Source: an optimization exercise on an open RTL-to-GDS flow (aim: small area). Production flows keep margins and buffers that such runs may drop. Only simulation tests tie the RTL to the original design; equivalence was not proved. Power is estimated from default activity; no workload was simulated. The clock port is modelled as an ideal driver; clocking choices that lean on that would not hold on a real chip.

==> flow/design.v <==
`timescale 1ns/1ns
package adxl_pkg;
    localparam int REG_WORDS   = 16;              
    localparam int WORD_ADDR_W = 4;
    localparam int BYTE_ADDR_W = 6;
    localparam int FIFO_DEPTH  = 16;
    localparam int FIFO_PTR_W  = 4;
    localparam logic [REG_WORDS*4-1:0] WRITE_MASK = 64'h0104_FEFF_7000_0000;
    localparam logic [BYTE_ADDR_W-1:0] UPD_FIRST = 6'h1D;
    localparam logic [BYTE_ADDR_W-1:0] UPD_LAST  = 6'h38;
    localparam logic [7:0]             READ_LEN  = 8'h3A;
    localparam logic [REG_WORDS*4-1:0] UPD_MASK = WRITE_MASK & 64'h01FF_FFFF_E000_0000;
endpackage
`timescale 1ns/1ns
module adxl_reg_shadow
(
    input  logic                   CLK,
    input  logic                   RESET,
    input  logic [31:0]            wdata,
    input  logic [3:0]             wstrb,
    input  logic [3:0]             waddr,
    input  logic                   wvalid,
    input  logic [5:0]             rd_addr,
    input  logic                   clr,
    output logic [7:0]             rd_data,
    output logic                   any_dirty,
    output logic                   dirty_at
);
    logic [63:0]      we;
    logic [63:0][7:0] shadow;
    logic [63:0]      dirty;
    always_comb begin
        for (int a = 0; a < 64; a++) begin
            we[a] = adxl_pkg::UPD_MASK[a] && wvalid && wstrb[a % 4] && (waddr == 4'(a / 4));
        end
    end
    for (genvar a = 0; a < 64; a++) begin : g_byte
        if (adxl_pkg::UPD_MASK[a]) begin : g_st
            always_ff @(posedge CLK) begin
                if (we[a]) shadow[a] <= wdata[(a % 4)*8 +: 8];
            end
            always_ff @(posedge CLK) begin
                if (RESET) begin
                    dirty[a] <= 1'b0;
                end else if (we[a]) begin
                    dirty[a] <= 1'b1;
                end else if (clr && rd_addr == 6'(a)) begin
                    dirty[a] <= 1'b0;
                end
            end
        end else begin : g_none
            assign shadow[a] = 8'h00;
            assign dirty[a]  = 1'b0;
        end
    end
    assign any_dirty = |dirty;
    always_comb begin
        rd_data  = 8'h00;
        dirty_at = 1'b0;
        for (int a = 0; a < 64; a++) begin
            if (adxl_pkg::UPD_MASK[a] && rd_addr == 6'(a)) begin
                rd_data  = shadow[a];
                dirty_at = dirty[a];
            end
        end
    end
endmodule
`timescale 1ns/1ns
module adxl_cmd_sequencer
(
    input  logic        CLK,
    input  logic        RESET,
    input  logic        any_dirty,
    input  logic        dirty_at,
    input  logic [7:0]  rd_data,
    output logic [5:0]  rd_addr,
    output logic        clr,
    input  logic        interval_enable,
    input  logic [31:0] request_interval,
    input  logic        single_request,
    output logic        single_request_complete,
    output logic [1:0]  wbeat,
    output logic [5:0]  wd1,
    output logic [7:0]  wd2,
    output logic        push,
    input  logic        full,
    output logic        arm,
    output logic        armed,
    input  logic        s_tvalid,
    input  logic        s_tlast
);
    typedef enum logic [3:0] {
        st_idle  = 4'd0,
        st_chk   = 4'd1,
        st_u0    = 4'd2,    
        st_u1    = 4'd3,    
        st_u2    = 4'd4,    
        st_p0    = 4'd5,    
        st_p1    = 4'd6,    
        st_rd    = 4'd7,    
        st_wait  = 4'd8     
    } state_t;
    state_t      state;
    logic [5:0]  addr;
    logic [31:0] timer;
    logic        timer_hit;
    logic        sending;
    logic        done;
    assign rd_addr   = addr;
    assign timer_hit = (state == st_idle) && interval_enable && (timer == '0);
    assign sending   = (state == st_u0) || (state == st_u1) || (state == st_u2) ||
                       (state == st_p0) || (state == st_p1) || (state == st_rd);
    assign push      = sending && !full;
    assign clr       = push && (state == st_u2);
    assign arm       = push && (state == st_rd);
    assign armed     = (state == st_wait);
    assign done      = armed && s_tvalid && s_tlast;
    always_comb begin
        case (state)
            st_u1, st_p1: wbeat = 2'd1;
            st_u2, st_rd: wbeat = 2'd2;
            default:      wbeat = 2'd0;
        endcase
    end
    assign wd1 = (state == st_u1) ? addr : 6'h00;                   
    assign wd2 = (state == st_u2) ? rd_data : adxl_pkg::READ_LEN;    
    always_ff @(posedge CLK) begin
        if (RESET) begin
            timer <= '0;
        end else if ((state != st_idle) || !interval_enable) begin
            timer <= request_interval;
        end else if (timer != '0) begin
            timer <= timer - 32'd1;
        end
    end
    always_ff @(posedge CLK) begin
        if (RESET) begin
            state                   <= st_idle;
            addr                    <= adxl_pkg::UPD_FIRST;
            single_request_complete <= 1'b0;
        end else begin
            single_request_complete <= arm && single_request;
            case (state)
                st_idle: begin
                    addr <= adxl_pkg::UPD_FIRST;
                    if (any_dirty) begin
                        state <= st_chk;          
                    end else if (single_request || timer_hit) begin
                        state <= st_p0;
                    end
                end
                st_chk: begin
                    if (dirty_at) begin
                        state <= st_u0;
                    end else if (addr == adxl_pkg::UPD_LAST) begin
                        state <= st_idle;
                    end else begin
                        addr <= addr + 1'b1;
                    end
                end
                st_u0: if (push) state <= st_u1;
                st_u1: if (push) state <= st_u2;
                st_u2: begin
                    if (push) begin
                        if (addr == adxl_pkg::UPD_LAST) begin
                            state <= st_idle;
                        end else begin
                            addr  <= addr + 1'b1;
                            state <= st_chk;
                        end
                    end
                end
                st_p0:   if (push) state <= st_p1;
                st_p1:   if (push) state <= st_rd;
                st_rd:   if (push) state <= st_wait;
                st_wait: if (done) state <= st_idle;   
                default: state <= st_idle;
            endcase
        end
    end
endmodule
`timescale 1ns/1ns
module adxl_cmd_fifo
(
    input  logic       CLK,
    input  logic       RESET,
    input  logic       push,
    input  logic [1:0] wbeat,         
    input  logic [5:0] wd1,           
    input  logic [7:0] wd2,           
    input  logic [6:0] dev,           
    output logic       full,
    output logic [7:0] m_tdata,
    output logic [7:0] m_tuser,
    output logic       m_tlast,
    output logic       m_tvalid,
    input  logic       m_tready
);
    localparam int GROUPS = 6;
    logic [adxl_pkg::FIFO_DEPTH-1:0][6:0] mem;
    logic [GROUPS-1:0][5:0]               g_d1;
    logic [GROUPS-1:0][7:0]               g_d2;
    logic [adxl_pkg::FIFO_PTR_W-1:0] wptr;
    logic [adxl_pkg::FIFO_PTR_W-1:0] rptr;
    logic       last_wr;          
    logic [2:0] gw;               
    logic [2:0] gr;               
    logic [1:0] rbeat;            
    logic       same;
    logic       wr_en;
    logic       rd_en;
    logic [6:0] h_dev;
    logic [5:0] h_d1;
    logic [7:0] h_d2;
    logic       readout;
    logic       rd_cmd;
    assign same     = (wptr == rptr);
    assign full     = same && last_wr;
    assign m_tvalid = !(same && !last_wr);
    assign wr_en    = push && !full;
    assign rd_en    = m_tvalid && m_tready;
    for (genvar i = 0; i < adxl_pkg::FIFO_DEPTH; i++) begin : g_mem
        always_ff @(posedge CLK) begin
            if (wr_en && wptr == 4'(i)) mem[i] <= dev;
        end
    end
    for (genvar g = 0; g < GROUPS; g++) begin : g_grp
        always_ff @(posedge CLK) begin
            if (wr_en && wbeat == 2'd1 && gw == 3'(g)) g_d1[g] <= wd1;
            if (wr_en && wbeat == 2'd2 && gw == 3'(g)) g_d2[g] <= wd2;
        end
    end
    always_ff @(posedge CLK) begin
        if (RESET) begin
            wptr    <= '0;
            rptr    <= '0;
            last_wr <= 1'b0;
            gw      <= '0;
            gr      <= '0;
            rbeat   <= '0;
        end else begin
            if (wr_en) wptr <= wptr + 1'b1;
            if (rd_en) rptr <= rptr + 1'b1;
            if (wr_en != rd_en) last_wr <= wr_en;
            if (wr_en && wbeat == 2'd2) gw <= (gw == 3'(GROUPS - 1)) ? 3'd0 : gw + 3'd1;
            if (rd_en) begin
                if (rbeat == 2'd2) begin
                    rbeat <= 2'd0;
                    gr    <= (gr == 3'(GROUPS - 1)) ? 3'd0 : gr + 3'd1;
                end else begin
                    rbeat <= rbeat + 2'd1;
                end
            end
        end
    end
    always_comb begin
        h_dev = '0;
        for (int i = 0; i < adxl_pkg::FIFO_DEPTH; i++) begin
            h_dev = h_dev | ({7{rptr == 4'(i)}} & mem[i]);
        end
        h_d1 = '0;
        h_d2 = '0;
        for (int g = 0; g < GROUPS; g++) begin
            h_d1 = h_d1 | ({6{gr == 3'(g)}} & g_d1[g]);
            h_d2 = h_d2 | ({8{gr == 3'(g)}} & g_d2[g]);
        end
    end
    assign readout = (h_d1[5:3] == 3'd0);
    assign rd_cmd  = (rbeat == 2'd2) && readout;
    assign m_tdata = (rbeat == 2'd0) ? 8'h01 : (rbeat == 2'd1) ? {2'b00, h_d1} : h_d2;
    assign m_tuser = {h_dev, rd_cmd};
    assign m_tlast = (rbeat == 2'd2) || ((rbeat == 2'd1) && readout);
endmodule
`timescale 1ns/1ns
module adxl_rx_capture
(
    input  logic        CLK,
    input  logic        arm,
    input  logic        armed,
    input  logic [7:0]  s_tdata,
    input  logic        s_tvalid,
    input  logic [3:0]  raddr,
    output logic [31:0] rdata
);
    logic [63:0][7:0] rb_mem;
    logic [5:0]       ptr;          
    logic             wr_en;
    logic             pend_v;       
    logic [7:0]       pend_d;
    logic [3:0]       raddr_q;
    assign wr_en = armed && s_tvalid;
    always_ff @(posedge CLK) begin
        if (arm) begin
            ptr <= '0;
        end else if (wr_en) begin
            ptr <= ptr + 1'b1;
        end
        pend_v  <= wr_en;
        pend_d  <= s_tdata;
        raddr_q <= raddr;
    end
    for (genvar i = 0; i < 64; i++) begin : g_rb
        always_ff @(posedge CLK) begin
            if (pend_v && ptr == 6'(i + 1)) rb_mem[i] <= pend_d;
        end
    end
    logic [15:0] rsel;
    always_comb begin
        rsel  = 16'd1 << raddr_q;
        rdata = '0;
        for (int w = 0; w < 16; w++) begin
            rdata = rdata | ({32{rsel[w]}} & {rb_mem[4*w+3], rb_mem[4*w+2], rb_mem[4*w+1], rb_mem[4*w]});
        end
    end
endmodule
`timescale 1ns/1ns
module adxl_top
(
    input  logic                   CLK,
    input  logic                   RESET,
    input  logic [31:0]            wdata,
    input  logic [3:0]             wstrb,
    input  logic [adxl_pkg::WORD_ADDR_W-1:0] waddr,
    input  logic                   wvalid,
    input  logic [adxl_pkg::WORD_ADDR_W-1:0] raddr,
    output logic [31:0]            rdata,
    input  logic [6:0]             i2c_address,
    input  logic                   interval_enable,
    input  logic [31:0]            request_interval,
    input  logic                   single_request,
    output logic                   single_request_complete,
    output logic [7:0]             m_tdata,
    output logic [7:0]             m_tuser,
    output logic                   m_tvalid,
    output logic                   m_tlast,
    input  logic                   m_tready,
    input  logic [7:0]             s_tdata,
    input  logic                   s_tvalid,
    input  logic                   s_tlast
);
    logic [5:0] rd_addr;
    logic [7:0] rd_data;
    logic       any_dirty;
    logic       dirty_at;
    logic       clr;
    logic [1:0] wbeat;
    logic [5:0] wd1;
    logic [7:0] wd2;
    logic       push;
    logic       full;
    logic       arm;
    logic       armed;
    adxl_reg_shadow u_reg_shadow (
        .CLK       (CLK),
        .RESET     (RESET),
        .wdata     (wdata),
        .wstrb     (wstrb),
        .waddr     (waddr),
        .wvalid    (wvalid),
        .rd_addr   (rd_addr),
        .clr       (clr),
        .rd_data   (rd_data),
        .any_dirty (any_dirty),
        .dirty_at  (dirty_at)
    );
    adxl_cmd_sequencer u_cmd_sequencer (
        .CLK                     (CLK),
        .RESET                   (RESET),
        .any_dirty               (any_dirty),
        .dirty_at                (dirty_at),
        .rd_data                 (rd_data),
        .rd_addr                 (rd_addr),
        .clr                     (clr),
        .interval_enable         (interval_enable),
        .request_interval        (request_interval),
        .single_request          (single_request),
        .single_request_complete (single_request_complete),
        .wbeat                   (wbeat),
        .wd1                     (wd1),
        .wd2                     (wd2),
        .push                    (push),
        .full                    (full),
        .arm                     (arm),
        .armed                   (armed),
        .s_tvalid                (s_tvalid),
        .s_tlast                 (s_tlast)
    );
    adxl_cmd_fifo u_cmd_fifo (
        .CLK      (CLK),
        .RESET    (RESET),
        .push     (push),
        .wbeat    (wbeat),
        .wd1      (wd1),
        .wd2      (wd2),
        .dev      (i2c_address),
        .full     (full),
        .m_tdata  (m_tdata),
        .m_tuser  (m_tuser),
        .m_tlast  (m_tlast),
        .m_tvalid (m_tvalid),
        .m_tready (m_tready)
    );
    adxl_rx_capture u_rx_capture (
        .CLK      (CLK),
        .arm      (arm),
        .armed    (armed),
        .s_tdata  (s_tdata),
        .s_tvalid (s_tvalid),
        .raddr    (raddr),
        .rdata    (rdata)
    );
endmodule
==> flow/flow/run.sh <==
#!/bin/bash
# The standard layout, with two changes: ports are buffered with the smallest buffer,
# and clock tree synthesis clusters more sinks per leaf buffer and adds no dummy loads.
set -euo pipefail
export BUFFER_PORTS_ARGS="-buffer_cell sky130_fd_sc_hd__buf_1"
export CTS_ARGS="-sink_clustering_enable -repair_clock_nets -dont_use_dummy_load -sink_clustering_size 25 -sink_clustering_max_diameter 60 -buf_list sky130_fd_sc_hd__clkbuf_16"
bash standard.sh > standard_flow.log 2>&1
==> flow/standard.sh <==
#!/bin/bash
# synth_recipe.tcl (not shown) runs the flow's synth.tcl, then flattens the netlist and writes it again
# the make line also repeats each setting of config.mk as NAME=value (left out here)
make -C /OpenROAD-flow-scripts/flow DESIGN_CONFIG=/design/flow/config.mk WORK_HOME=/design/flow/orfs CLKGATE_MAP_FILE= SYNTH_SCRIPT=/design/flow/synth_recipe.tcl "${@:-finish}"
==> flow/config.mk <==
export PLATFORM = sky130hd
export DESIGN_NAME = adxl_top
export DESIGN_NICKNAME = adxl_top
export VERILOG_FILES = /design/flow/design.v
export SDC_FILE = /design/flow/constraint.sdc
export NUM_CORES = 4
export LEC_CHECK = 0
export CAP_MARGIN = 0
export CORE_MARGIN = 2
export CORE_UTILIZATION = 70
export SLEW_MARGIN = 0
==> flow/constraint.sdc <==
create_clock -name core_clock -period 10.0 [get_ports {CLK}]
set_input_delay 2.0000 -clock core_clock [delete_from_list [all_inputs] [get_ports {CLK}]]
set_output_delay 2.0000 -clock core_clock [all_outputs]
set_load 0.01 [all_outputs]
==> impl_results.md, run 1 <==
- Final setup TNS: 0 ps
- Ys async rst share: 0
- Combinational power share: 0.146
- TritonCTS clock tree: built
- Final setup fails: 0
- Critical path buffer and inverter count: 2
- Achievable Freq: roughly 180 MHz
- Via density per instance: 7.11
- CP dominant cell by count: o21ai_0
- Seq pwr share: 0.589
- Flop2flop setup slack: 6360 ps
- Vias in the first global route: 21,900
- Routed WL per cell: around 28 um
- Post-synthesis register bit count: between 900 and 1,000
- Crit path max-delay family: flip-flops
- Cell Chain, Critical Path: clkinv_1, ha_1, a22oi_1, o21ai_0, a21oi_1, nand3_1, o21ai_0, buf_1
- Setup bufs post-CTS: 0
- Die X: ~230 um
- Placed instance area: 38,500 um2
- TritonRoute pass-1 iters: 6
- Status: finished clean
- CP Max Fanout: 22
- Routed Antenna Nets: 0
- Layout cells sized above 1: 0.0590
- I/O Buffers: 149
- Max Cap Viol: 0
- Critical path depth in cells: 8
- Worst Hold Class: reg -> reg
- WP data required: 8000 ps
- Clock Sinks: roughly 960
- Final period utilization: 0.569
- Least-Margin Pin Slew: 1330 ps
- Syn Area/Cell: 15.1 um2
- Via Count: about 23,000
- WS Path Type: reg -> out
- Crit path to: m_tlast
- IO Count: 150
- First-pass GRT wire length: around 130,000 um
- Syn-to-layout area delta: 6.94%
- Seq/Total Area, Yosys: 0.747
- Number of H-tree levels: 2
- Post-Syn Nets: ~2,600
- Post-synth EDFFs: 860
- Placeable Area: ~53,000 um2
- Initial Util: 0.708
- Maximum VDD drop: approximately 0.19 mV
- Post-synth cell types: 76
- R2r endpoint: u_cmd_fifo.g_d2[14]
- Initial antenna violation count: 1
- DR iter-0 viols: 3,219
- CP Capture Type: primary output
- Cells after synthesis: between 2,000 and 2,500
- Skew final: 36.8 ps
- CP startpoint kind: register
- Final Critical Period: 5690 ps
- Global route overflow: 0
- Sw power: between 1.5 and 2 mW
- CTS root buf: clkbuf_16
- Chip height: approximately 230 um
- Slowest stage cell on the critical path: dfxtp_1
- GRT Total Usage: 0.329
- Yosys Warn Count: 36
- Number of core rows: 84
- Clock network power share: 0.264
- Switch share: 0.256
- Pins Over Slew Limit: 0
- Worst-Skew Late Latency: approximately 630 ps
- R2R cell count: 10
- Hold_buf cts: 0
- Final wirelength: 90,500 um
- CP peak stage delay: 1020 ps
- DRC Markers: 0
- FF-to-FF Start: u_cmd_sequencer.addr[0]
- Mapped Area: 37,200 um2
- Placer congestion estimate: 0.895
- Clock transition at path regs: roughly 100 ps
- CP Data Arrival Time: 3690 ps
- Ys flop type: edfxtp_1
- RSZ-0062 raised after global routing: no
- Final Instance Area: 39,800 um2
- P per Cell Area: slightly below 200 nW/um2
- Pleak: 12.4 nW
- Most common cell after layout, fill and taps aside: edfxtp_1
- Most frequent cells in the layout: edfxtp_1, nor2_1, buf_1
- Slew headroom: 0.108
- CP startpoint: u_cmd_fifo.gr[2]
- Hold Vio Cnt, Final: 0
- Int Pwr: 5.77 mW
- Die area: 55,000 um2
- Clk buf depth: 3
- Nets: 2,681
- Pin count of the biggest net entering global routing: 65
- Post-DP HPWL: 57,200 um
- Post-CTS Resized: 0
- CTS Buf Count: 51
registers in the layout, summed over array words and instances, names as in the netlist:
register	cells
u_reg_shadow.shadow	152
u_rx_capture.pend_d	8
u_rx_capture.ptr	6
u_cmd_fifo.gw	3
u_cmd_sequencer.single_request_complete	1
u_reg_shadow.dirty	19
u_cmd_fifo.mem	112
u_rx_capture.pend_v	1
u_rx_capture.rb_mem	512
u_cmd_fifo.gr	3
u_rx_capture.raddr_q	4
u_cmd_fifo.rptr	4
u_cmd_fifo.rbeat	2
u_cmd_sequencer.timer	32
u_cmd_fifo.g_d1	36
u_cmd_sequencer.state	4
u_cmd_fifo.g_d2	48
u_cmd_fifo.wptr	4
u_cmd_fifo.last_wr	1
u_cmd_sequencer.addr	6
power by group through the flow:
| stage | Sequential, mW | Clock (mW) | Combinational [mW] |
|---|---|---|---|
| after floorplan | 4.62 | 0 | 0.780 |
| after global placement | 4.65 | 0 | 1.08 |
| after detailed placement | 4.66 | 0 | 1.12 |
| after CTS | 4.57 | 2.07 | 1.13 |
| after global routing | 4.59 | 2.20 | 1.25 |
| final | 4.57 | 2.05 | 1.14 |
worst min path at each step:
stage,end,depth (start not counted),slack (ps),from
after global routing,u_reg_shadow.dirty[37],2,530,u_reg_shadow.dirty[37]
after global placement,u_reg_shadow.dirty[35],2,480,u_reg_shadow.dirty[35]
after CTS,u_reg_shadow.dirty[39],2,500,u_reg_shadow.dirty[39]
after floorplan,u_reg_shadow.dirty[39],2,460,u_reg_shadow.dirty[39]
after detailed placement,u_reg_shadow.dirty[39],2,480,u_reg_shadow.dirty[39]
final,u_reg_shadow.dirty[39],2,500,u_reg_shadow.dirty[39]
stage by stage:
stage | setup WS, ps | instances | total power, mW | hold slack [ps] | utilization
after floorplan | 5970 | 2463 | 5.40 | 462 | -
after global placement | 5140 | 3198 | 5.74 | 483 | 0.732
after detailed placement | 5030 | 3198 | 5.78 | 483 | 0.732
after CTS | 4340 | 3249 | 7.76 | 497 | 0.757
after global routing | 3980 | 3250 | 8.03 | 527 | 0.757
final | 4310 | 3250 | 7.76 | 505 | 0.757
routing by layer:
metal  track usage  wire (um)  vias up
met3        0.0583       9690      199
met1         0.474      35000    11500
li1              -          -     9983
met2         0.525      43100     1450
met5             0          0        -
met4        0.0981       2610        0
kinds of logic (layout without fill, tap and decap cells):
logic type / after synthesis / count (layout) / synth area share
XOR/XNOR: 37 / 37 / 0.00872
AND/OR/NAND/NOR: 632 / 632 / 0.0826
other: 0 / 1 / 0
buffers and inverters: 179 / 277 / 0.0185
flip-flops: 958 / 958 / 0.747
adder cells (fa/ha/maj): 19 / 19 / 0.00639
multiplexers: 25 / 25 / 0.00915
AO/OA/AOI/OAI: 613 / 613 / 0.127
cell usage after synthesis, types with 6 or more instances:
| master | number | area, um2 |
|---|---|---|
| a22oi_1 | 56 | 420 |
| a21o_1 | 7 | 52.6 |
| a211oi_1 | 29 | 218 |
| nand2_1 | 138 | 518 |
| nand3_1 | 52 | 260 |
| ha_1 | 19 | 238 |
| nor2_1 | 214 | 803 |
| o211ai_1 | 10 | 75.1 |
| or3_1 | 12 | 75.1 |
| or4_1 | 10 | 75.1 |
| nand2b_1 | 17 | 106 |
| nor4_1 | 18 | 113 |
| nand4_1 | 36 | 225 |
| a211o_1 | 6 | 52.6 |
| mux4_2 | 7 | 158 |
| dfxtp_1 | 98 | 1960 |
| xor2_1 | 16 | 140 |
| a222oi_1 | 17 | 170 |
| a21oi_1 | 75 | 375 |
| a311oi_1 | 7 | 61.3 |
| a221oi_1 | 139 | 1220 |
| edfxtp_1 | 860 | 25800 |
| nand3b_1 | 15 | 113 |
| xnor2_1 | 21 | 184 |
| a22o_1 | 138 | 1210 |
| nor3_1 | 47 | 235 |
| clkbuf_1 | 128 | 480 |
| inv_1 | 30 | 113 |
| a221o_1 | 6 | 60.1 |
| mux2i_1 | 16 | 160 |
| and2_1 | 21 | 131 |
| nor2b_1 | 14 | 87.6 |
| buf_1 | 14 | 52.6 |
| o22ai_1 | 9 | 56.3 |
| or2_2 | 8 | 50.1 |
| o21ai_0 | 61 | 305 |
| o221ai_1 | 16 | 140 |
area by class of cell:
class / count / area (um2)
multi-input cells: 1326 / 8800
well taps: 688 / 861
flip-flops and latches: 958 / 27800
repair buffers: 194 / 898
inverters: 32 / 120
diodes: 1 / 2.50
clock buffers: 51 / 1280
fillers: 3151 / 12800
worst reg2reg max path, stage by stage, from the launching register on:
cell      delay (ps)
dfxtp_1          400
inv_1            130
ha_1             220
buf_4            260
nor2b_1          430
a22oi_1          120
o211a_1          230
o21ai_0          200
a21o_1           160
a221oi_1         100
o41ai_1         1010
==> inputs of run 2 (changes only) <==
==> flow/flow/run.sh (replaced) <==
#!/bin/bash
# The standard layout (standard.sh), with these changes:
#  - synthesis maps the logic with ABC using an area-oriented script (flow/abc_area_map.script)
#    in place of ORFS's abc_speed.script; the rest of synthesis, and so every register, is
#    unchanged. ORFS's scripts are copied to scripts_area/ with only that file replaced.
#  - ports are buffered with the smallest buffer;
#  - clock tree synthesis clusters more sinks per leaf buffer and adds no dummy loads;
#  - power recovery (downsizing where slack allows) runs at global routing.
set -euo pipefail
export BUFFER_PORTS_ARGS="-buffer_cell sky130_fd_sc_hd__buf_1"
export CTS_ARGS="-sink_clustering_enable -repair_clock_nets -dont_use_dummy_load -sink_clustering_size 25 -sink_clustering_max_diameter 60 -buf_list sky130_fd_sc_hd__clkbuf_16"
export RECOVER_POWER=100
rm -rf scripts_area
cp -r "$FLOW_HOME/scripts" scripts_area
cp flow/abc_area_map.script scripts_area/abc_speed.script
sed "s#^make -C #make SCRIPTS_DIR=$PWD/scripts_area -C #" standard.sh > standard_area.sh
grep -q "SCRIPTS_DIR=$PWD/scripts_area" standard_area.sh
bash standard_area.sh > standard_flow.log 2>&1
==> flow/flow/abc_area_map.script (new file) <==
&get -n
&st
&dch
&nf -R 1000 -p
&st
&syn2
&dch
&nf -R 1000 -p
&st
&dch -f
&nf -R 1000 -p
&st
&syn2
&dch
&nf -R 1000 -p
&st
&dch -f
&nf -R 1000 -p
&put
topo
stime -c
dnsize -c
==> run 2 against run 1 <==
Net effect: now fails the layout checks on capacitance limit, slew limit; clock power is essentially flat; final cell count fell by 3.3%; combinational power is 16% lower; critical endpoint is now rdata[18]; die area decreased by 4.0%; highest routed layer unchanged; first-iteration DRC count increased by 33%; clock-buffer cell count up 1; register-to-register slack worse by 2200 ps; sequential share of layout area is 1.9 points higher; synthesized cell count shrank 9.2%; worst setup slack worse by 1100 ps.
==> impl_results.md, run 2 <==
- Place WS: 4230 ps (-793 ps)
- Ys flop type: edfxtp_1
- CP Max Fanout: 26 (+18%)
- Syn-to-layout area delta: 8.41%
- CTS Buf Count: 52 (+2.0%)
- Placed instance area: 37,400 um2 (-2.7%)
- TritonCTS clock tree: built
- Synth top area share: 0.724 (+0.0294)
- Routed WL per cell: 28.5 um (+2.3%)
- RSZ-0062 raised after global routing: no
- Status: failed layout checks
- Yosys top cell by area: edfxtp_1
- Pleak: 11.7 nW (-5.2%)
- Least-Margin Pin Slew: 2960 ps (+1630 ps)
- Mapped Area: 35,700 um2 (-4.1%)
- Final setup fails: 0 (unchanged)
- Number of H-tree levels: 2 (unchanged)
- Post-DP HPWL: 55,200 um (-3.4%)
- Final std cells w/o fill: 3,143 (-3.3%)
- Hold Vio Cnt, Final: 0 (unchanged)
- Post-synth EDFFs: 860 (unchanged)
- Skew final: 59.1 ps (+22.3 ps)
- I/O Buffers: 149 (unchanged)
- Final Critical Period: 6810 ps (+1120 ps)
- Post-synthesis register bit count: 958 (unchanged)
- Achievable Freq: 147 MHz (-16%)
- Layout cells sized above 1: 0.0385 (-0.0205)
- Cells after synthesis: 2,236 (-9.2%)
- Global route overflow: 0 (unchanged)
- SO Faults: capacitance limit, slew limit
- Via density per instance: 7.12 (+0.12%)
- P per Cell Area: 196 nW/um2 (+0.68%)
- Cell Chain, Critical Path: nand2b_1, nor3_1, clkbuf_1, a222oi_1, and4_1, nand3_1, buf_1
- Finished Core Util: 0.769 (+0.0126)
- CP Data Arrival Time: 4810 ps (+1120 ps)
- Largest registers: u_rx_capture.rb_mem x512, u_reg_shadow.shadow x152, u_cmd_fifo.mem x112
- Clock transition at path regs: 70 ps (-30 ps)
- IO Count: 150 (unchanged)
- Placeable Area: 50,300 um2 (-4.3%)
- Pin count of the biggest net entering global routing: 65 (unchanged)
- Max reg flops: 512 (unchanged)
- Slowest stage cell on the critical path: clkbuf_1
- Ys async rst share: 0 (unchanged)
- DRC Markers: 0 (unchanged)
- CP peak stage delay: 1550 ps (+530 ps)
- Initial Util: 0.710 (+0.00201)
- Hold Slack: 488 ps (-16.3 ps)
- Maximum VDD drop: 0.204 mV (+6.8%)
- Top post-synthesis cells by count: edfxtp_1, nor2_1, a222oi_1
- Via Count: 22,400 (-3.2%)
- Most common cell after layout, fill and taps aside: edfxtp_1
- Die X: 230 um (-2.0%)
- Seq/Total Area, Yosys: 0.779 (+0.0316)
- Power Total: 7.60 mW (-2.1%)
- Nets: 2,590 (-3.4%)
- Register bank with the most flops: u_rx_capture.rb_mem
- Synth top area cells: edfxtp_1, dfxtp_1, a222oi_1
- Pins Over Slew Limit: 662 (+662)
- Die area: 52,800 um2 (-4.0%)
- Fillcell total: 2,964 (-5.9%)
- Worst-Skew Late Latency: 640 ps (about the same)
- WS Path Type: reg -> out
- DR iter-0 viols: 4,269 (+33%)
- Vias in the first global route: 21,700 (-1.3%)
- Slew headroom: -0.974 (-1.08)
- Placer congestion estimate: 0.968 (+8.2%)
- GRT Total Usage: 0.339 (+0.0104)
- Routed Antenna Nets: 0 (unchanged)
- First-pass GRT wire length: 132,000 um (-0.79%)
- Syn Area/Cell: 16.0 um2 (+5.7%)
- WP data required: 8000 ps (about the same)
- CTS root buf: clkbuf_16
- Top-count cell post-synth: edfxtp_1
- Post-synth cell types: 48 (-37%)
- Max Cap Viol: 14 (+14)
- CP startpoint kind: register
- Worst setup margin: 3190 ps (-1120 ps)
- Final period utilization: 0.681 (+0.112)
- CP Capture Type: primary output
- Worst Hold Class: reg -> reg
- # placed instances: 3,090 (-3.4%)
- Most frequent cells in the layout: edfxtp_1, nor2_1, a222oi_1
- Clock Sinks: 958 (unchanged)
- Final wirelength: 89,500 um (-1.0%)
- Setup bufs post-CTS: 0 (unchanged)
- Initial antenna violation count: 3 (+2)
- TritonRoute pass-1 iters: 9 (+3)
- Hold_buf cts: 0 (unchanged)
- Post-CTS Resized: 0 (unchanged)
- Chip height: 230 um (-2.0%)
- Clk buf depth: 3 (unchanged)
- Yosys Warn Count: 36 (unchanged)
- Final setup TNS: 0 ps (unchanged)
- Number of core rows: 82 (-2.4%)
- Final Instance Area: 38,700 um2 (-2.7%)
- Post-Syn Nets: 2,354 (-8.8%)
==> run 2: cell types whose count changed after synthesis, moves of 42 or more <==
cell      change
o21ai_0      +45
clkbuf_1    -128
a222oi_1    +130
a21oi_1      +42
a221oi_1    -104
a22o_1      -110
==> run 2: metal layers <==
metal | global-route usage | part of all wire
met5 | 0 | 0
met4 | 0.103 | 0.024
met3 | 0.0521 | 0.12
met2 | 0.537 | 0.48
met1 | 0.500 | 0.38
==> run 2: kinds of logic (layout without fill, tap and decap cells) <==
group,Yosys count,in the layout,synth area share
compound gates,589,589,0.121
xor+xnor,14,14,0.00344
fa+ha+maj,19,19,0.00666
buf+inv,34,268,0.00368
flops,958,958,0.779
mux,5,5,0.00140
other cells,0,1,0
simple gates,617,617,0.0847
==> run 2: worst paths after layout <==
kind	start	end	slack, ps	depth (start not counted)
setup / recovery	u_rx_capture.raddr_q[1]	rdata[18]	3190	7
hold / removal	u_cmd_sequencer.timer[30]	u_cmd_sequencer.timer[30]	490	2
setup reg to reg	u_cmd_sequencer.timer[0]	u_cmd_sequencer.timer[29]	4140	20
hold reg to reg	u_cmd_sequencer.timer[30]	u_cmd_sequencer.timer[30]	490	2
==> run 2: worst max-delay path: cells and delay by family, from the launching register on <==
family,cells,cell delay (ps)
DFF,1,510
AOI/OAI and AO/OA,1,360
buffers and inverters,2,1720
and+or+nand+nor,4,1570
==> run 2: area by class of cell <==
type / count / area (um2) / share of cell area
repair buffers: 183 / 778 / 0.0201
well taps: 672 / 841 / 0.0217
clock buffers: 52 / 1300 / 0.0336
flip-flops and latches: 958 / 27800 / 0.719
multi-input cells: 1244 / 7840 / 0.203
diodes: 1 / 2.50 / 0.0000647
inverters: 33 / 124 / 0.00320
==> run 2: report_power, final <==
part / total (mW) / internal, mW / switching (mW)
combinational: 0.954 / 0.327 / 0.627
sequential: 4.57 / 4.46 / 0.105
clock: 2.08 / 0.922 / 1.16
total: 7.60 / 5.71 / 1.89
==> inputs of run 3 (changes only) <==
==> flow/flow/run.sh (replaced) <==
#!/bin/bash
# The standard layout (standard.sh), with these changes:
#  - synthesis maps the logic with ABC using an area-oriented script (flow/abc_area_map.script)
#    in place of ORFS's abc_speed.script; the rest of synthesis, and so every register, is
#    unchanged. ORFS's scripts are copied to scripts_area/ with only that file replaced.
#  - ports are buffered with the smallest buffer;
#  - clock tree synthesis clusters more sinks per leaf buffer and adds no dummy loads.
set -euo pipefail
export BUFFER_PORTS_ARGS="-buffer_cell sky130_fd_sc_hd__buf_1"
export CTS_ARGS="-sink_clustering_enable -repair_clock_nets -dont_use_dummy_load -sink_clustering_size 30 -sink_clustering_max_diameter 80 -buf_list sky130_fd_sc_hd__clkbuf_16"
rm -rf scripts_area
cp -r "$FLOW_HOME/scripts" scripts_area
cp flow/abc_area_map.script scripts_area/abc_speed.script
sed "s#^make -C #make SCRIPTS_DIR=$PWD/scripts_area -C #" standard.sh > standard_area.sh
grep -q "SCRIPTS_DIR=$PWD/scripts_area" standard_area.sh
bash standard_area.sh > standard_flow.log 2>&1
==> run 3 against run 2 <==
Net effect: the run now finishes clean; combinational power barely moved; via count is 0.43% lower; register-to-register slack improved by 40 ps.
==> impl_results.md, run 3 <==
- Final Instance Area: 38,400 um2 (-0.65%)
- Slew headroom: 0.160 (+1.13)
- Final period utilization: 0.582 (-0.0982)
- Yosys Warn Count: 36 (unchanged)
- Synth top area cells: edfxtp_1, dfxtp_1, a222oi_1
- Flop2flop setup slack: 4180 ps (+40 ps)
- Fillcell total: 2,988 (+0.81%)
- Syn Area/Cell: 16.0 um2 (unchanged)
- Hold_buf cts: 0 (unchanged)
- TritonRoute pass-1 iters: 9 (unchanged)
- RSZ-0062 raised after global routing: no
- Final wirelength: 88,600 um (-1.0%)
- Maximum VDD drop: 0.212 mV (+4.2%)
- Hold Vio Cnt, Final: 0 (unchanged)
- DRC Markers: 0 (unchanged)
- Vias in the first global route: 21,400 (-1.2%)
- Top-count cell post-synth: edfxtp_1
- CP startpoint kind: register
- Post-DP HPWL: 55,200 um (unchanged)
- Post-synthesis register bit count: 958 (unchanged)
- Placed instance area: 37,400 um2 (unchanged)
- Most frequent cells in the layout: edfxtp_1, nor2_1, buf_1
- Final setup fails: 0 (unchanged)
- Routed WL per cell: 28.3 um (-0.59%)
- Clock Sinks: 958 (unchanged)
- Final std cells w/o fill: 3,130 (-0.41%)
- Initial antenna violation count: 3 (unchanged)
- Die X: 230 um (unchanged)
- Pleak: 11.6 nW (-0.97%)
- Clock transition at path regs: 100 ps (+30 ps)
- Global route overflow: 0 (unchanged)
- Most common cell after layout, fill and taps aside: edfxtp_1
- Post-synth EDFFs: 860 (unchanged)
- Post-Syn Nets: 2,354 (unchanged)
- # placed instances: 3,090 (unchanged)
- Pin count of the biggest net entering global routing: 65 (unchanged)
- Syn-to-layout area delta: 7.71%
- WP data required: 10,480 ps (+2480 ps)
- Skew final: 33.8 ps (-25.3 ps)
- Worst-Skew Late Latency: 610 ps (-30 ps)
- Ys flop type: edfxtp_1
- Routed Antenna Nets: 0 (unchanged)
- Synth top area share: 0.724 (unchanged)
- Chip height: 230 um (unchanged)
- First-pass GRT wire length: 131,000 um (-1.2%)
- Placer congestion estimate: 0.968 (unchanged)
- CTS root buf: clkbuf_16
- Die area: 52,800 um2 (unchanged)
- TritonCTS clock tree: built
- CP Data Arrival Time: 6310 ps (+1500 ps)
- Seq/Total Area, Yosys: 0.779 (unchanged)
- I/O Buffers: 149 (unchanged)
- Status: finished clean
- Least-Margin Pin Slew: 1260 ps (-1710 ps)
- Cells after synthesis: 2,236 (unchanged)
- Clk buf depth: 3 (unchanged)
- Achievable Freq: 172 MHz (+17%)
- Number of H-tree levels: 2 (unchanged)
- Via density per instance: 7.12 (about the same)
- GRT Total Usage: 0.335 (-0.00419)
- Register bank with the most flops: u_rx_capture.rb_mem
- Final setup TNS: 0 ps (unchanged)
- Worst Hold Class: reg -> reg
- Yosys top cell by area: edfxtp_1
- CP Capture Type: register
- Top post-synthesis cells by count: edfxtp_1, nor2_1, a222oi_1
- Mapped Area: 35,700 um2 (unchanged)
- IO Count: 150 (unchanged)
- Layout cells sized above 1: 0.0423 (+0.00387)
- CTS Buf Count: 39 (-25%)
- Post-synth cell types: 48 (unchanged)
- Pins Over Slew Limit: 0 (-100%)
- Via Count: 22,300 (-0.43%)
- Number of core rows: 82 (unchanged)
- DR iter-0 viols: 4,135 (-3.1%)
- Placeable Area: 50,300 um2 (unchanged)
- Final Critical Period: 5820 ps (-982 ps)
- Largest registers: u_rx_capture.rb_mem x512, u_reg_shadow.shadow x152, u_cmd_fifo.mem x112
- WS Path Type: reg -> reg
- Initial Util: 0.710 (unchanged)
- P per Cell Area: 191 nW/um2 (-2.9%)
- CP Max Fanout: 16 (-38%)
- Nets: 2,577 (-0.50%)
- Max Cap Viol: 0 (-14)
- Setup bufs post-CTS: 0 (unchanged)
- Ys async rst share: 0 (unchanged)
- Max reg flops: 512 (unchanged)
- Post-CTS Resized: 0 (unchanged)
[run 3: metrics by stage]
step | setup slack, ps | util | power, mW | hold WS (ps)
2_1_floorplan | 4490 | - | 5.22 | 447
3_3_place_gp | 4310 | 0.745 | 5.56 | 470
3_5_place_dp | 4230 | 0.745 | 5.59 | 475
4_1_cts | 4180 | 0.764 | 7.32 | 487
5_1_grt | 3740 | 0.764 | 7.56 | 509
6_report | 4180 | 0.764 | 7.33 | 485
[run 3: path summary, 6_finish.rpt]
check | start | end | depth (start not counted)
max | u_cmd_sequencer.timer[0] | u_cmd_sequencer.timer[17] | 20
min | u_cmd_sequencer.timer[30] | u_cmd_sequencer.timer[30] | 2
max reg2reg | u_cmd_sequencer.timer[0] | u_cmd_sequencer.timer[17] | 20
min reg2reg | u_cmd_sequencer.timer[30] | u_cmd_sequencer.timer[30] | 2
[run 3: area by class of cell]
| class | count | area [um2] | share of cell area |
|---|---|---|---|
| sequential | 958 | 27800 | 0.723 |
| multi-input combinational | 1244 | 7870 | 0.205 |
| clock buffer | 39 | 976 | 0.0254 |
| tap | 672 | 841 | 0.0219 |
| timing repair buffer | 183 | 816 | 0.0212 |
| inverter | 33 | 124 | 0.00322 |
| antenna | 1 | 2.50 | 0.0000651 |
[run 3: kinds of logic after synthesis]
family	count (synthesis)	synth area share
flip-flops	958	0.779
AND/OR/NAND/NOR	617	0.0847
AO/OA/AOI/OAI	589	0.121
buffers and inverters	34	0.00368
adder cells (fa/ha/maj)	19	0.00666
XOR/XNOR	14	0.00344
multiplexers	5	0.00140
[run 3: metal layers]
metal	track usage	share of wire	vias up
li1	-	-	9668
met1	0.496	0.38	10900
met2	0.531	0.47	1512
met3	0.0505	0.12	160
met4	0.0970	0.026	2
met5	0	0.00015	-
[run 3: worst max-delay path: stages, from the launching register on]
cell,delay (ps)
dfxtp_1,350
clkinv_1,70
ha_1,150
nand2b_1,80
or3_1,340
or3_1,340
or3_1,340
or3_1,360
or3_1,370
nor2_1,150
nand2_1,120
nor4_1,310
nand2b_1,150
nor3_1,250
or3b_1,430
nor3_1,310
nand3b_1,180
or3_1,550
nand2b_1,570
a21oi_1,80
o22a_1,210
[run 3: report_power, final]
| group | switching (mW) | internal [mW] |
|---|---|---|
| Clock | 1.10 | 0.706 |
| Combinational | 0.622 | 0.331 |
| Sequential | 0.107 | 4.46 |
| Total | 1.83 | 5.50 |
==> inputs of run 4 (changes only) <==
--- a/flow/design.v
+++ b/flow/design.v
@@ -34,12 +34,14 @@
             we[a] = adxl_pkg::UPD_MASK[a] && wvalid && wstrb[a % 4] && (waddr == 4'(a / 4));
         end
     end
-    for (genvar a = 0; a < 64; a++) begin : g_byte
-        if (adxl_pkg::UPD_MASK[a]) begin : g_st
-            always_ff @(posedge CLK) begin
-                if (we[a]) shadow[a] <= wdata[(a % 4)*8 +: 8];
-            end
-            always_ff @(posedge CLK) begin
+    always_ff @(posedge CLK) begin
+        for (int a = 0; a < 64; a++) begin
+            if (adxl_pkg::UPD_MASK[a] && we[a]) shadow[a] <= wdata[(a % 4)*8 +: 8];
+        end
+    end
+    always_ff @(posedge CLK) begin
+        for (int a = 0; a < 64; a++) begin
+            if (adxl_pkg::UPD_MASK[a]) begin
                 if (RESET) begin
                     dirty[a] <= 1'b0;
                 end else if (we[a]) begin
@@ -48,12 +50,9 @@
                     dirty[a] <= 1'b0;
                 end
             end
-        end else begin : g_none
-            assign shadow[a] = 8'h00;
-            assign dirty[a]  = 1'b0;
         end
     end
-    assign any_dirty = |dirty;
+    assign any_dirty = |(dirty & adxl_pkg::UPD_MASK);
     always_comb begin
         rd_data  = 8'h00;
         dirty_at = 1'b0;
@@ -219,13 +218,11 @@
     assign m_tvalid = !(same && !last_wr);
     assign wr_en    = push && !full;
     assign rd_en    = m_tvalid && m_tready;
-    for (genvar i = 0; i < adxl_pkg::FIFO_DEPTH; i++) begin : g_mem
-        always_ff @(posedge CLK) begin
+    always_ff @(posedge CLK) begin
+        for (int i = 0; i < adxl_pkg::FIFO_DEPTH; i++) begin
             if (wr_en && wptr == 4'(i)) mem[i] <= dev;
         end
-    end
-    for (genvar g = 0; g < GROUPS; g++) begin : g_grp
-        always_ff @(posedge CLK) begin
+        for (int g = 0; g < GROUPS; g++) begin
             if (wr_en && wbeat == 2'd1 && gw == 3'(g)) g_d1[g] <= wd1;
             if (wr_en && wbeat == 2'd2 && gw == 3'(g)) g_d2[g] <= wd2;
         end
@@ -299,8 +296,8 @@
         pend_d  <= s_tdata;
         raddr_q <= raddr;
     end
-    for (genvar i = 0; i < 64; i++) begin : g_rb
-        always_ff @(posedge CLK) begin
+    always_ff @(posedge CLK) begin
+        for (int i = 0; i < 64; i++) begin
             if (pend_v && ptr == 6'(i + 1)) rb_mem[i] <= pend_d;
         end
     end
==> run 4 against run 3 <==
Net effect: global-route usage increased by 1.5 points; design area rose by 0.29%; utilization is 0.063 points higher; still clean on timing, DRC and antenna; worst hold slack worse by 14 ps; clock power barely moved; synthesized area grew 0.40%; sequential share of layout area fell by 0.21 points; synthesized cell count is 1.3% higher; largest power group unchanged; final cell count increased by 0.93%.
==> impl_results.md, run 4 <==
- Layout cells sized above 1: 0.0406 (-0.00170)
- Slowest stage cell on the critical path: nor2_2
- Setup bufs post-CTS: 0 (unchanged)
- Pin count of the biggest net entering global routing: 65 (unchanged)
- Vias in the first global route: 21,700 (+1.7%)
- Synth top area cells: edfxtp_1, dfxtp_1, a222oi_1
- Flop2flop setup slack: 5150 ps (+970 ps)
- Achievable Freq: 182 MHz (+6.2%)
- CP startpoint: u_rx_capture.raddr_q[3]
- Post-DP HPWL: 57,400 um (+4.0%)
- Most common cell after layout, fill and taps aside: edfxtp_1
- Post-CTS Resized: 0 (unchanged)
- Max reg flops: 512 (unchanged)
- FF-to-FF Start: u_cmd_sequencer.timer[0]
- Placeable Area: 50,400 um2 (+0.20%)
- DR iter-0 viols: 3,884 (-6.1%)
- Clock transition at path regs: 110 ps (about the same)
- Top post-synthesis cells by count: edfxtp_1, nor2_1, nand2_1
- TritonCTS clock tree: built
- Worst Hold End: u_cmd_sequencer.timer[31]
- Yosys top cell by area: edfxtp_1
- Die area: 53,000 um2 (+0.39%)
- Status: finished clean
- Pins Over Slew Limit: 0 (unchanged)
- Syn-to-layout area delta: 7.59%
- Mapped Area: 35,800 um2 (+0.40%)
- Ys async rst share: 0 (unchanged)
- Largest registers: u_rx_capture.rb_mem x512, u_reg_shadow.shadow x152, u_cmd_fifo.mem x112
- CP Data Arrival Time: 3480 ps (-2830 ps)
- Top-count cell post-synth: edfxtp_1
- Via Count: 22,800 (+2.4%)
- Cell Chain, Critical Path: nand2_1, nor2_2, buf_4, a22oi_1, and3_1, nand4_1, buf_1
- Post-Syn Nets: 2,382 (+1.2%)
- Max Cap Viol: 0 (unchanged)
- I/O Buffers: 149 (unchanged)
- Clk buf depth: 3 (unchanged)
- Register bank with the most flops: u_rx_capture.rb_mem
- RSZ-0062 raised after global routing: no
- Worst setup margin: 4520 ps (+338 ps)
- Slew headroom: 0.135 (-0.0246)
- Hold Vio Cnt, Final: 0 (unchanged)
- Crit path max-delay family: simple AND/OR/NAND/NOR gates
- Number of core rows: 82 (unchanged)
- Fillcell total: 2,962 (-0.87%)
- Placer congestion estimate: 0.968 (about the same)
- Nets: 2,606 (+1.1%)
- Place WS: 5250 ps (+1020 ps)
- Clock Sinks: 958 (unchanged)
- CP peak stage delay: 760 ps (+190 ps)
- Yosys Warn Count: 4 (-89%)
- WS Path Type: reg -> out
- Synth top area share: 0.721 (-0.00286)
- R2R cell count: 17 (-15%)
- Critical path buffer and inverter count: 2 (+1)
- Post-synth cell types: 47 (-2.1%)
- Worst-Skew Late Latency: 620 ps (about the same)
- Global route overflow: 0 (unchanged)
- Routed WL per cell: 29.3 um (+3.4%)
- Final wirelength: 92,500 um (+4.4%)
- GRT Total Usage: 0.350 (+0.0148)
- CTS root buf: clkbuf_16
- Final setup TNS: 0 ps (unchanged)
- Most frequent cells in the layout: edfxtp_1, nor2_1, nand2_1
- Number of H-tree levels: 2 (unchanged)
- Pleak: 11.7 nW (+1.2%)
- Post-synth EDFFs: 860 (unchanged)
- First-pass GRT wire length: 136,000 um (+4.1%)
- P per Cell Area: 189 nW/um2 (-0.85%)
- Hold_buf cts: 0 (unchanged)
- Final period utilization: 0.548 (-0.0338)
- Skew final: 43.7 ps (+9.93 ps)
- CP Max Fanout: 19 (+3)
- CTS Buf Count: 39 (unchanged)
- DRC Markers: 0 (unchanged)
- Via density per instance: 7.22 (+1.5%)
- Min-delay src: u_cmd_sequencer.timer[31]
- Seq/Total Area, Yosys: 0.776 (-0.00308)
- Final Critical Period: 5480 ps (-338 ps)
- Syn Area/Cell: 15.8 um2 (-0.85%)
- Final setup fails: 0 (unchanged)
- Least-Margin Pin Slew: 1300 ps (+41.6 ps)
- WP data required: 8000 ps (-2480 ps)
- Worst Hold Class: reg -> reg
- Maximum VDD drop: 0.187 mV (-12%)
- Die X: 230 um (+0.19%)
- Initial antenna violation count: 2 (-1)
- Ys flop type: edfxtp_1
- IO Count: 150 (unchanged)
- Chip height: 230 um (+0.19%)
- TritonRoute pass-1 iters: 9 (unchanged)
- Routed Antenna Nets: 0 (unchanged)
- Initial Util: 0.711 (+0.00136)
- Cells after synthesis: 2,264 (+1.3%)
- CP startpoint kind: register
- Hold-critical path depth: 2 (unchanged)
- CP Capture Type: primary output
- Post-synthesis register bit count: 958 (unchanged)
- R2r endpoint: u_cmd_sequencer.state[2]
==> run 4: changes by cell type after synthesis, sizes merged, moves of 6 or more <==
cell	previous run	this run
a222oi	147	130
a21oi	117	129
nand2	146	157
o211ai	24	18
nand2b	26	17
and4	12	19
a221oi	35	46
nor2b	7	15
a311oi	10	2
==> run 4: layout make-up <==
type,instances,area (um2),area share
repair buffers,184,823,0.0214
clock buffers,39,976,0.0253
flip-flops and latches,958,27800,0.721
multi-input cells,1272,7970,0.207
inverters,33,124,0.00321
well taps,672,841,0.0218
diodes,1,2.50,0.0000649
==> run 4: cell families after synthesis <==
group                    after synthesis  share of synthesized area
multiplexers                           3                   0.000839
adder cells (fa/ha/maj)               19                    0.00664
AO/OA/AOI/OAI                        601                      0.122
flip-flops                           958                      0.776
AND/OR/NAND/NOR                      634                     0.0872
buffers and inverters                 34                    0.00367
XOR/XNOR                              15                    0.00367
==> run 4: worst max-delay path by stage <==
stage | to | slack [ps] | cells past startpoint
after floorplan | rdata[3] | 4510 | 4
after global placement | u_cmd_sequencer.state[2] | 5410 | 17
after detailed placement | u_cmd_sequencer.state[2] | 5250 | 17
after CTS | rdata[21] | 4620 | 7
after global routing | rdata[23] | 4420 | 7
final | rdata[21] | 4520 | 7
==> run 4: worst reg2reg max path, cell delays in order, from the launching register on <==
cell	delay, ps
dfxtp_1	350
clkinv_1	60
ha_1	180
nor3b_1	350
nand2_1	110
or2_0	330
or3_1	440
nor3_1	380
nand2_1	130
nor3_1	390
nand2_1	330
nor2_1	470
or3b_1	180
o311ai_0	130
a31oi_1	330
clkinv_1	150
a221oi_1	260
a21oi_1	110
==> run 4: metrics by stage <==
stage	cells	util	area (um2)	hold WS (ps)	total power, mW
2_1_floorplan	2264	-	35800	430	5.18
3_3_place_gp	3119	0.745	37600	448	5.51
3_5_place_dp	3119	0.745	37600	451	5.54
4_1_cts	3158	0.765	38500	465	7.26
5_1_grt	3159	0.765	38500	517	7.51
6_report	3159	0.765	38500	470	7.29
==> run 4: per-layer routing <==
metal | part of all wire | vias up | global-route usage
met4 | 0.031 | 0 | 0.104
met1 | 0.37 | 11200 | 0.505
met5 | 0 | - | 0
met2 | 0.47 | 1643 | 0.543
li1 | - | 9736 | -
met3 | 0.13 | 206 | 0.0820
==> run 4: power breakdown <==
group	switching, mW	internal (mW)	total [mW]
Clock	1.11	0.707	1.82
Sequential	0.109	4.45	4.56
Combinational	0.596	0.310	0.906
==> inputs of run 5 (changes only) <==
--- a/flow/design.v
+++ b/flow/design.v
@@ -102,11 +102,12 @@
     state_t      state;
     logic [5:0]  addr;
     logic [31:0] timer;
+    logic        timer_zero;    
     logic        timer_hit;
     logic        sending;
     logic        done;
     assign rd_addr   = addr;
-    assign timer_hit = (state == st_idle) && interval_enable && (timer == '0);
+    assign timer_hit = (state == st_idle) && interval_enable && (timer_zero || (timer == '0));
     assign sending   = (state == st_u0) || (state == st_u1) || (state == st_u2) ||
                        (state == st_p0) || (state == st_p1) || (state == st_rd);
     assign push      = sending && !full;
@@ -124,24 +125,28 @@
     assign wd1 = (state == st_u1) ? addr : 6'h00;                   
     assign wd2 = (state == st_u2) ? rd_data : adxl_pkg::READ_LEN;    
     always_ff @(posedge CLK) begin
-        if (RESET) begin
-            timer <= '0;
-        end else if ((state != st_idle) || !interval_enable) begin
+        if ((state != st_idle) || !interval_enable) begin
             timer <= request_interval;
-        end else if (timer != '0) begin
+        end else begin
             timer <= timer - 32'd1;
         end
     end
     always_ff @(posedge CLK) begin
         if (RESET) begin
+            timer_zero <= 1'b1;
+        end else if ((state != st_idle) || !interval_enable) begin
+            timer_zero <= 1'b0;
+        end
+    end
+    always_ff @(posedge CLK) begin
+        if (RESET) begin
             state                   <= st_idle;
-            addr                    <= adxl_pkg::UPD_FIRST;
             single_request_complete <= 1'b0;
         end else begin
             single_request_complete <= arm && single_request;
             case (state)
                 st_idle: begin
-                    addr <= adxl_pkg::UPD_FIRST;
+                    addr <= adxl_pkg::UPD_FIRST;    
                     if (any_dirty) begin
                         state <= st_chk;          
                     end else if (single_request || timer_hit) begin
==> flow/flow/abc_area_map.script (replaced) <==
&get -n
&st
&dch
&nf -R 1000 -p
&st
&syn2
&dch
&nf -R 1000 -p
&st
&dch -f
&nf -R 1000 -p
&put
topo
stime -c
dnsize -c
&get -n
&st
&dch -f
&nf -R 1000 -p
&put
topo
stime -c
dnsize -c
==> run 5 against run 4 <==
Net effect: sequential share of layout area increased by 0.71 points; sequential cell count rose by 1; first-iteration DRC count down 4.6%; die area down 0.74%; clock power shrank 2%; design area fell by 0.69%; critical path type is now reg -> reg; critical endpoint is now u_cmd_sequencer.state[1]; synthesized cell count shrank 2.3%; utilization shrank 0.22 points; final cell count fell by 1.6%; still clean on timing, DRC and antenna; combinational power is 5.6% lower.
==> impl_results.md, run 5 <==
- Status: finished clean
- WP data required: 10,520 ps (+2520 ps)
- Clk buf depth: 3 (unchanged)
- CP Max Fanout: 4 (-15)
- Post-Synth XOR/XNOR Area: 0.00591 (+0.00225)
- Flop2flop setup slack: 4350 ps (-800 ps)
- Most frequent cells in the layout: edfxtp_1, nor2_1, buf_1
- Hold_buf cts: 0 (unchanged)
- Post-synth cell types: 47 (unchanged)
- Placed instance area: 37,300 um2 (-0.66%)
- Cell Chain, Critical Path: clkinv_1, ha_1, nand2b_1, or3_1, or4_1, or4_1, or3_1, or3_1, or3_1, or3_1, nand2b_1, or3_1, or3_1, nor3_1, a31oi_1, nand3_1, nand3_1, a31o_1, or3_1, a21oi_1
- Achievable Freq: 177 MHz (-3.0%)
- P per Cell Area: 189 nW/um2 (about the same)
- Clock transition at path regs: 100 ps (about the same)
- CP Capture Type: register
- R2R cell count: 20 (+3)
- Routed WL per cell: 28.5 um (-2.7%)
- Most common cell after layout, fill and taps aside: edfxtp_1
- Adder-Cell Fraction of Synth Area: 0.00669 (+0.0000502)
- Final std cells w/o fill: 3,110 (-1.6%)
- Seq/Total Area, Yosys: 0.784 (+0.00813)
- Largest family of logic cells by synthesized area: compound AO/OA/AOI/OAI gates
- Number of H-tree levels: 2 (unchanged)
- Post-synthesis register bit count: 959 (+0.10%)
- Largest registers: u_rx_capture.rb_mem x512, u_reg_shadow.shadow x152, u_cmd_fifo.mem x112
- Mapped Area: 35,500 um2 (-0.75%)
- Final setup TNS: 0 ps (unchanged)
- Initial antenna violation count: 3 (+1)
- Hold-critical path depth: 1 (-1)
- I/O Buffers: 149 (unchanged)
- Hold Slack: 485 ps (+14.9 ps)
- Final wirelength: 88,600 um (-4.2%)
- Slowest stage cell on the critical path: or4_1
- Post-Syn Nets: 2,329 (-2.2%)
- Post-DP HPWL: 56,000 um (-2.5%)
- Chip height: 229 um (-0.37%)
- Post-CTS Resized: 0 (unchanged)
- Placer congestion estimate: 0.989 (+2.2%)
- Ys async rst share: 0 (unchanged)
- Nets: 2,557 (-1.9%)
- Via Count: 22,200 (-2.8%)
- Final setup fails: 0 (unchanged)
- Initial Util: 0.708 (-0.00245)
- Yosys top cell by area: edfxtp_1
- Mux cell area share after synthesis: 0.000845 (+0.00000635)
- Worst Hold End: u_cmd_sequencer.timer[31]
- TritonRoute pass-1 iters: 10 (+1)
- Top-count cell post-synth: edfxtp_1
- Least-Margin Pin Slew: 1280 ps (-15.4 ps)
- Final Instance Area: 38,300 um2 (-0.69%)
- CP peak stage delay: 480 ps (-280 ps)
- Die area: 52,600 um2 (-0.74%)
- Hold Vio Cnt, Final: 0 (unchanged)
- Fillcell total: 2,975 (+0.44%)
- TritonCTS clock tree: built
- Maximum VDD drop: 0.185 mV (-1.0%)
- Final period utilization: 0.565 (+0.0167)
- DRC Markers: 0 (unchanged)
- Pin count of the biggest net entering global routing: 65 (unchanged)
- Die X: 229 um (-0.37%)
- Pleak: 11.6 nW (-1.0%)
- Pins Over Slew Limit: 0 (unchanged)
- Simple-gate share of the synthesized area: 0.0783 (-0.00892)
- Final Critical Period: 5650 ps (+167 ps)
- Setup bufs post-CTS: 0 (unchanged)
- Clock Sinks: 959 (+0.10%)
- GRT Total Usage: 0.339 (-0.0107)
- Syn-to-layout area delta: 7.66% (about the same)
- Skew final: 30.9 ps (-12.9 ps)
- Synth Area in Compound Gates: 0.121 (-0.000801)
- Ys flop type: edfxtp_1
- FF-to-FF Start: u_cmd_sequencer.timer[0]
- Vias in the first global route: 21,300 (-2.0%)
- CTS Buf Count: 38 (-2.6%)
- Number of core rows: 82 (unchanged)
- Syn Area/Cell: 16.1 um2 (+1.6%)
- Max reg flops: 512 (unchanged)
- Via density per instance: 7.13 (-1.3%)
- Global route overflow: 0 (unchanged)
- Max Cap Viol: 0 (unchanged)
- Yosys Warn Count: 4 (unchanged)
- Top post-synthesis cells by count: edfxtp_1, nor2_1, a222oi_1
- WS Path Type: reg -> reg
- # placed instances: 3,071 (-1.5%)
- IO Count: 150 (unchanged)
- Synth top area share: 0.732 (+0.0105)
- Routed Antenna Nets: 0 (unchanged)
- First-pass GRT wire length: 132,000 um (-3.0%)
- Post-synth EDFFs: 866 (+0.70%)
- R2r endpoint: u_cmd_sequencer.state[1]
- Layout cells sized above 1: 0.0427 (+0.00205)
- Worst Hold Class: reg -> reg
- Min-delay src: u_cmd_sequencer.timer[31]
- RSZ-0062 raised after global routing: no
- CP Data Arrival Time: 6180 ps (+2700 ps)
- CTS root buf: clkbuf_16
- CP dominant cell by count: or3_1
- Cells after synthesis: 2,211 (-2.3%)
- Synth top area cells: edfxtp_1, dfxtp_1, a222oi_1
- CP startpoint kind: register
- Placeable Area: 50,200 um2 (-0.41%)
- Worst-Skew Late Latency: 610 ps (about the same)
- DR iter-0 viols: 3,706 (-4.6%)
- Register bank with the most flops: u_rx_capture.rb_mem
- Slew headroom: 0.146 (+0.0103)
[run 5: cell types whose count changed in the layout (fill, tap and decap cells not counted), sizes merged, moves of 8 or more]
cell	previous run	this run
nand4	36	20
a222oi	130	144
and3	37	13
nor3	40	32
nor2	179	187
and2	39	29
nand3	38	91
nand2	157	115
a31oi	10	19
a22o	33	13
[run 5: stage by stage]
step           total power [mW]  setup WS [ps]  utilization
3_3_place_gp               5.50           4510        0.744
4_1_cts                    7.23           4350        0.763
5_1_grt                    7.46           3930        0.763
2_1_floorplan              5.18           4380            -
3_5_place_dp               5.53           4380        0.744
6_report                   7.23           4350        0.763
[run 5: worst max path at each step]
stage	from	to	slack, ps	cells past startpoint
after floorplan	u_rx_capture.raddr_q[3]	rdata[19]	4380	5
after global placement	u_cmd_sequencer.timer[0]	u_cmd_sequencer.state[1]	4510	20
after detailed placement	u_cmd_sequencer.timer[0]	u_cmd_sequencer.state[1]	4380	20
after CTS	u_cmd_sequencer.timer[0]	u_cmd_sequencer.state[1]	4350	20
after global routing	u_cmd_sequencer.timer[0]	u_cmd_sequencer.state[1]	3930	20
final	u_cmd_sequencer.timer[0]	u_cmd_sequencer.state[1]	4350	20
[run 5: power by group]
group          internal (mW)  switching, mW  total [mW]
combinational          0.290          0.565       0.855
clock                  0.689           1.09        1.78
sequential              4.48          0.115        4.60
total                   5.46           1.77        7.23
[run 5: cell families (layout without fill, tap and decap cells)]
logic type,count (synthesis),count (layout)
AO/OA/AOI/OAI,598,598
flip-flops,959,959
adder cells (fa/ha/maj),19,19
XOR/XNOR,24,24
AND/OR/NAND/NOR,581,581
buffers and inverters,27,253
multiplexers,3,3
other,0,1
[run 5: final cells by class]
type,count,area (um2),area share
timing repair buffer,189,861,0.0225
tap,672,841,0.0220
inverter,26,97.6,0.00255
clock buffer,38,951,0.0249
antenna,1,2.50,0.0000654
sequential,959,27900,0.729
multi-input combinational,1225,7630,0.200
[run 5: worst max-delay path: cells and delay by family (launching register included)]
family / cells / cell delay [ps]
buffers and inverters: 1 / 50
flip-flops: 1 / 340
adder cells (fa/ha/maj): 1 / 150
AND/OR/NAND/NOR: 15 / 4510
AO/OA/AOI/OAI: 3 / 530
[run 5: per-layer routing]
layer | routed length, um | track usage
met4 | 2720 | 0.112
met2 | 42200 | 0.539
met5 | 29 | 0
met3 | 10700 | 0.0518
met1 | 33000 | 0.494

-- port drivers added, routing unchanged --
The results above use ideal ports. As a check the final layouts listed here were re-extracted and re-timed, cells and wires unchanged. Step 1: set_driving_cell puts a clkbuf_16 on CLK and a buf_2 on each other input, an assumption about the parent block. Step 2 times the ports against the registers' clock, not the clock port: input delays grow and output delays shrink by t, the midpoint of the rising clock arrivals with the driver on. Three values: ideal, step 1, step 2; two values: the first two.
run	shift t [ns]	slack for setup (ns)	worst setup path at the end
run 1	0.668	4.315 / 4.254 / 4.922	register to output
run 2	0.679	3.195 / 3.130 / 3.809	register to output
run 3	0.651	4.177 / 4.177 / 4.177	register to register
run 4	0.657	4.515 / 4.454 / 5.111	register to output
run 5	0.644	4.349 / 4.349 / 4.349	register to register
